Background: an optimization exercise with open tools, aiming at small area. Do not read the settings as production practice. In this exercise RTL edits were held to simulation tests only and were not proved equivalent to the original.

## flow/design.v (module list and top-level ports; edited modules follow where they fit)
// module mm_dot4: 1300 lines
// module mm_fa: 7 lines
// module mm_ha: 7 lines
// module mm_top: 149 lines
module mm_top (
    input  logic         clk_buf,
    input  logic         sys_reset,
    input  logic         cmd_valid,
    input  logic [(4 * 8)-1:0] cmd_word,
    output logic         cmd_credit,
    output logic         res_valid,
    output mm_data_pkg::mm_acc_t      res_data,
    input  logic         res_credit,
    output logic         busy,
    output logic         done
);
  // ...
==> flow/run.sh <==
#!/bin/bash
# synth_recipe.tcl (not shown) runs the flow's synth.tcl, then flattens the netlist and writes it again
# the make line also repeats each setting of config.mk as NAME=value (left out here)
make -C /OpenROAD-flow-scripts/flow DESIGN_CONFIG=/design/flow/config.mk WORK_HOME=/design/flow/orfs CLKGATE_MAP_FILE= SYNTH_SCRIPT=/design/flow/synth_recipe.tcl finish
==> flow/config.mk <==
export PLATFORM = sky130hd
export DESIGN_NAME = mm_top
export DESIGN_NICKNAME = mm_top
export VERILOG_FILES = /design/flow/design.v
export SDC_FILE = /design/flow/constraint.sdc
export NUM_CORES = 4
export LEC_CHECK = 0
export ABC_AREA = 1
export CAP_MARGIN = 10
export CORE_MARGIN = 2
export CORE_UTILIZATION = 80
export CTS_BUF_LIST = sky130_fd_sc_hd__clkbuf_8 sky130_fd_sc_hd__clkbuf_16
export CTS_CLUSTER_DIAMETER = 80
export CTS_CLUSTER_SIZE = 30
export SLEW_MARGIN = 10
export SYNTH_HIERARCHICAL = 1
export SYNTH_MINIMUM_KEEP_SIZE = 0
==> flow/constraint.sdc <==
create_clock -name core_clock -period 11.0 [get_ports {clk_buf}]
set_input_delay 2.2000 -clock core_clock [delete_from_list [all_inputs] [get_ports {clk_buf}]]
set_output_delay 2.2000 -clock core_clock [all_outputs]
set_load 0.01 [all_outputs]
==> impl_metrics.toml, run 1 <==
[final_layout]
drive_gt1_share_pct = 6.055
final_area_um2 = 20510
clockBufferCount = 18
top_area_cell_class = "flip-flops and latches"

[logic_synthesis]
synth_top_family_by_area = "adder cells"
synth_adder_area_share_pct = 26.14
seq_area_frac_synth_pct = 52.45
synth_cells = 1490

[setup_path]
critical_path.top_delay_family = "adder cells"
r2r-end = "res_q[16]"
crit_path_end_kind = "flop"
startpoint = "cnt[2]"
cp_data_required_time_ps = 11390
crit_path_max_incr_delay_ps = 700
slowest_stage = "nor2_1"

[clocking]
h-tree-depth = 1
post_cts_buffers = 0

[timing]
finalCritPeriodShare_pct = 93.30
max_freq_mhz = 97.44
period_needed_ps = 10260
setup_viol = 0
hold_viol = 0
slew_headroom_pct = 30.61

[global_routing]
grtUsageMet1_pct = 59.97
grt_pass1_vias = 14370

[die]
rows = 56
die_area_um2 = 24960

[hold_path]
hold_depth = 1
hold_path_end = "credits[2]"

[outcome]
status = "complete, no violations"

[placed_design]
numPortBuffers = 71
==> run 2: changes to the inputs <==
==> flow/flow/run.sh (new file) <==
#!/bin/bash
# Layout flow: the standard flow (standard.sh) with two changes:
#  - synthesis maps the combinational logic with an area-only ABC script
#    (flow/abc_area_only.script) instead of ORFS's delay-biased one; the
#    rest of the synthesis script, registers included, is the standard flow's own
#  - port buffers are the smallest buffer, sky130_fd_sc_hd__buf_1
# Every tool's output goes to the ORFS logs under orfs/logs; make's own
# output goes to flow.log here.
set -euo pipefail
HERE=$(pwd)

# Synthesis script: synth_recipe.tcl with the ABC call redirected
{
  head -n 1 synth_recipe.tcl
  cat <<EOT
proc abc {args} {
  set i [lsearch -exact \$args -script]
  if {\$i >= 0} { lset args [expr {\$i + 1}] $HERE/flow/abc_area_only.script }
  puts "abc (area-only script): \$args"
  yosys abc {*}\$args
}
EOT
  tail -n +2 synth_recipe.tcl
} > my_synth.tcl

sed "s#SYNTH_SCRIPT=[^ ]*synth_recipe.tcl#SYNTH_SCRIPT=$HERE/my_synth.tcl#" standard.sh > my_standard.sh
grep -q "SYNTH_SCRIPT=$HERE/my_synth.tcl" my_standard.sh

export BUFFER_PORTS_ARGS="-buffer_cell sky130_fd_sc_hd__buf_1"
bash my_standard.sh > flow.log 2>&1
==> flow/flow/abc_area_only.script (new file) <==
strash
dch
map -a
==> flow/standard.sh (new file) <==
#!/bin/bash
# synth_recipe.tcl (not shown) runs the flow's synth.tcl, then flattens the netlist and writes it again
# the make line also repeats each setting of config.mk as NAME=value (left out here)
make -C /OpenROAD-flow-scripts/flow DESIGN_CONFIG=/design/flow/config.mk WORK_HOME=/design/flow/orfs CLKGATE_MAP_FILE= SYNTH_SCRIPT=/design/flow/synth_recipe.tcl "${@:-finish}"
--- a/flow/config.mk
+++ b/flow/config.mk
@@ -13,3 +13,3 @@
 export CTS_CLUSTER_DIAMETER = 80
-export CTS_CLUSTER_SIZE = 30
+export CTS_CLUSTER_SIZE = 20
 export SLEW_MARGIN = 10
removed: flow/run.sh
==> run 2 against run 1 <==
Against the previous run:
- worst setup slack got worse by 370 ps
- cell count decreased by 8.4%
- first-iteration DRC count fell by 10%
==> impl_metrics.toml, run 2 <==
[clocking]
cts_buffer_depth = 3
hold_buffers = 0
numCtsBuffers = 22
cts_sinks = 342
post_cts_resized = 0
cts_tree = "yes"
post_cts_buffers = 0
clock-root-buffer = "clkbuf_16"
h-tree-depth = 1
clk_pin_slew_ps = 90
clk_latency_ps = 570

[final_layout]
nets = 1719
final_cell_mix = "edfxtp_1 (296), fa_1 (239), nor2_1 (233)"
reg_top3 = "a_buf (128), b_buf (128), dreg (32)"
syn_to_final_growth_pct = 7.017
final_common_cell = "edfxtp_1"
drive_gt1_share_pct = 5.878
stdcell_count = 1731
diodes = 0

[logic_synthesis]
seq_area_frac_synth_pct = 54.18
yosys-top-cells-count = "edfxtp_1 (296), fa_1 (239), nor2_1 (236)"
syn_area_um2 = 18370
syn_area_per_cell_um2 = 13.65
synth-seq-cells = 342
synth_flop_cell = "edfxtp_1"
synth_most_common_cell = "edfxtp_1"
yosysWarnings = 12
synth_top_cell_area_share_pct = 48.40
synthArstFlopShare_pct = 8.187
synth_area_leaders = "edfxtp_1 (48%), fa_1 (26%), nor2_1 (4.8%)"
synth.largest_area_cell = "edfxtp_1"
syn_nets = 1634
ys_types = 28
synth_cells = 1345
synth_edf_count = 296

[setup_path]
r2r_setup_slack_ps = 370
critPathLaunchType = "flop"
slowest_stage = "nor2_1"
crit_path_max_incr_delay_ps = 930
arrival_ps = 11060
rr_startpoint = "cnt[2]"
r2r-end = "res_q[16]"
crit_path_frequent_cell = "fa_1"
ff2ff_path_depth = 25
critical_path.top_delay_family = "adder cells"
cp_max_fo = 8
startpoint = "cnt[2]"
critPathKind = "reg2reg"
critPathBufInv = 2
crit_path_end_kind = "flop"
cp_data_required_time_ps = 11430

[global_routing]
grt_first_pass_wirelength_um = 82480
grt_usage_pct = 48.56
antenna_found_initial = 0
overflow = 0
grt_pass1_vias = 13410
grt_max_degree = 34

[timing]
finClkSkew_ps = 32.36
period_needed_ps = 10630
setup_viol = 0
finalMaxSlewViolations = 0
whs_ps = 479.4
hold_viol = 0
finalCritPeriodShare_pct = 96.64
slew_headroom_pct = 23.01
tns_ps = 0
layout_setup_ws_ps = 369.1
max_freq_mhz = 94.07
rsz0062_at_grt = "false"
worst_pin_slew_ps = 1151

[hold_path]
hold_path_end = "fill[1]"
hold_path_class = "reg2reg"
hold_depth = 1
hp-start = "fill[1]"

[placed_design]
hpwl_um = 35960
numPortBuffers = 71
gp_congestion = 0.9862
dp.cells = 1690
place_worst_setup_slack_ps = 942.8

[die]
rows = 55
die_y_um = 155.5
die_area_um2 = 24180
die_w_um = 155.5
start_util_pct = 81.36
fp.coreArea_um2 = 22570
pin_count = 72

[drt]
drc_errors = 0
wirelength_um = 55350
firstDrtPassIters = 7
viasPerCell = 7.307
drt_iter0_drc = 2459
ant_nets = 0
vias = 12650
wire_per_inst_um = 31.98

[flow_run]
cap_viol_max_count = 0

[outcome]
status = "complete, no violations"
==> run 2: worst max-delay path by stage <==
stage                end  slack [ps]  depth (start not counted)
2_1_floorplan  res_q[16]        1130                         25
4_1_cts        res_q[16]         750                         26
3_3_place_gp   res_q[16]        1200                         25
5_1_grt        res_q[16]         280                         25
3_5_place_dp   res_q[16]         940                         25
6_report       res_q[16]         370                         25
==> run 2: per-layer routing <==
metal / track usage [%] / vias to the layer above / wire, um
li1: - / 4656 / -
met1: 58.84 / 5985 / 15990
met2: 75.45 / 1571 / 25810
met3: 15.79 / 436 / 8079
met4: 33.51 / 0 / 5473
met5: 0 / - / 0
==> run 2: layout make-up <==
type	instances	area (um^2)
Clock buffer	22	550.5
Timing Repair Buffer	92	444.2
Tap cell	285	356.6
Sequential cell	342	9951
Inverter	96	360.3
Multi-Input combinational cell	876	7874
Clock inverter	18	117.6
Fill cell	862	2918
==> run 2: per-stage QoR <==
stage	util, %	cell area, um^2
after global routing	87.07	19650
after floorplan	-	18370
after global placement	83.98	18960
after CTS	86.94	19620
after detailed placement	83.98	18960
final	87.07	19650
==> run 2: cell families (layout without fill, tap and decap cells) <==
| logic type | Yosys count | count (layout) | synth area share, % |
|---|---|---|---|
| compound gates | 95 | 95 | 3.720 |
| xor+xnor | 10 | 10 | 0.4769 |
| fa+ha+maj | 253 | 253 | 27.01 |
| buf+inv | 127 | 228 | 3.229 |
| flops | 342 | 342 | 54.18 |
| mux | 4 | 4 | 0.2316 |
| simple gates | 514 | 514 | 11.15 |
==> run 2: Yosys stat by module, one instance, submodules excluded <==
module | cells inside | area, um^2
mm_dot4 | 652 | 2900
mm_ha | 1 | 12.51
mm_fa | 1 | 20.02
mm_top | 446 | 10590

==> re-timing with driven ports <==
The results above use ideal ports. As a check the final layouts listed here were re-extracted and re-timed, cells and wires unchanged. Step 1: set_driving_cell puts a clkbuf_16 on clk_buf and a buf_2 on each other input, an assumption about the parent block. Step 2 also shifts input and output timing later by t, the mid clock arrival at the registers, as if the neighbouring blocks saw the same clock. a / b / c = ideal ports / drivers / drivers and shift; a / b = the first two.
run | t (ns) | slack for setup (ns) | worst setup path after step 2
run 1 | 0.594 | 0.737 / 0.737 / 0.737 | register to register
run 2 | 0.609 | 0.369 / 0.369 / 0.369 | register to register
After both steps every run listed still meets setup and hold.
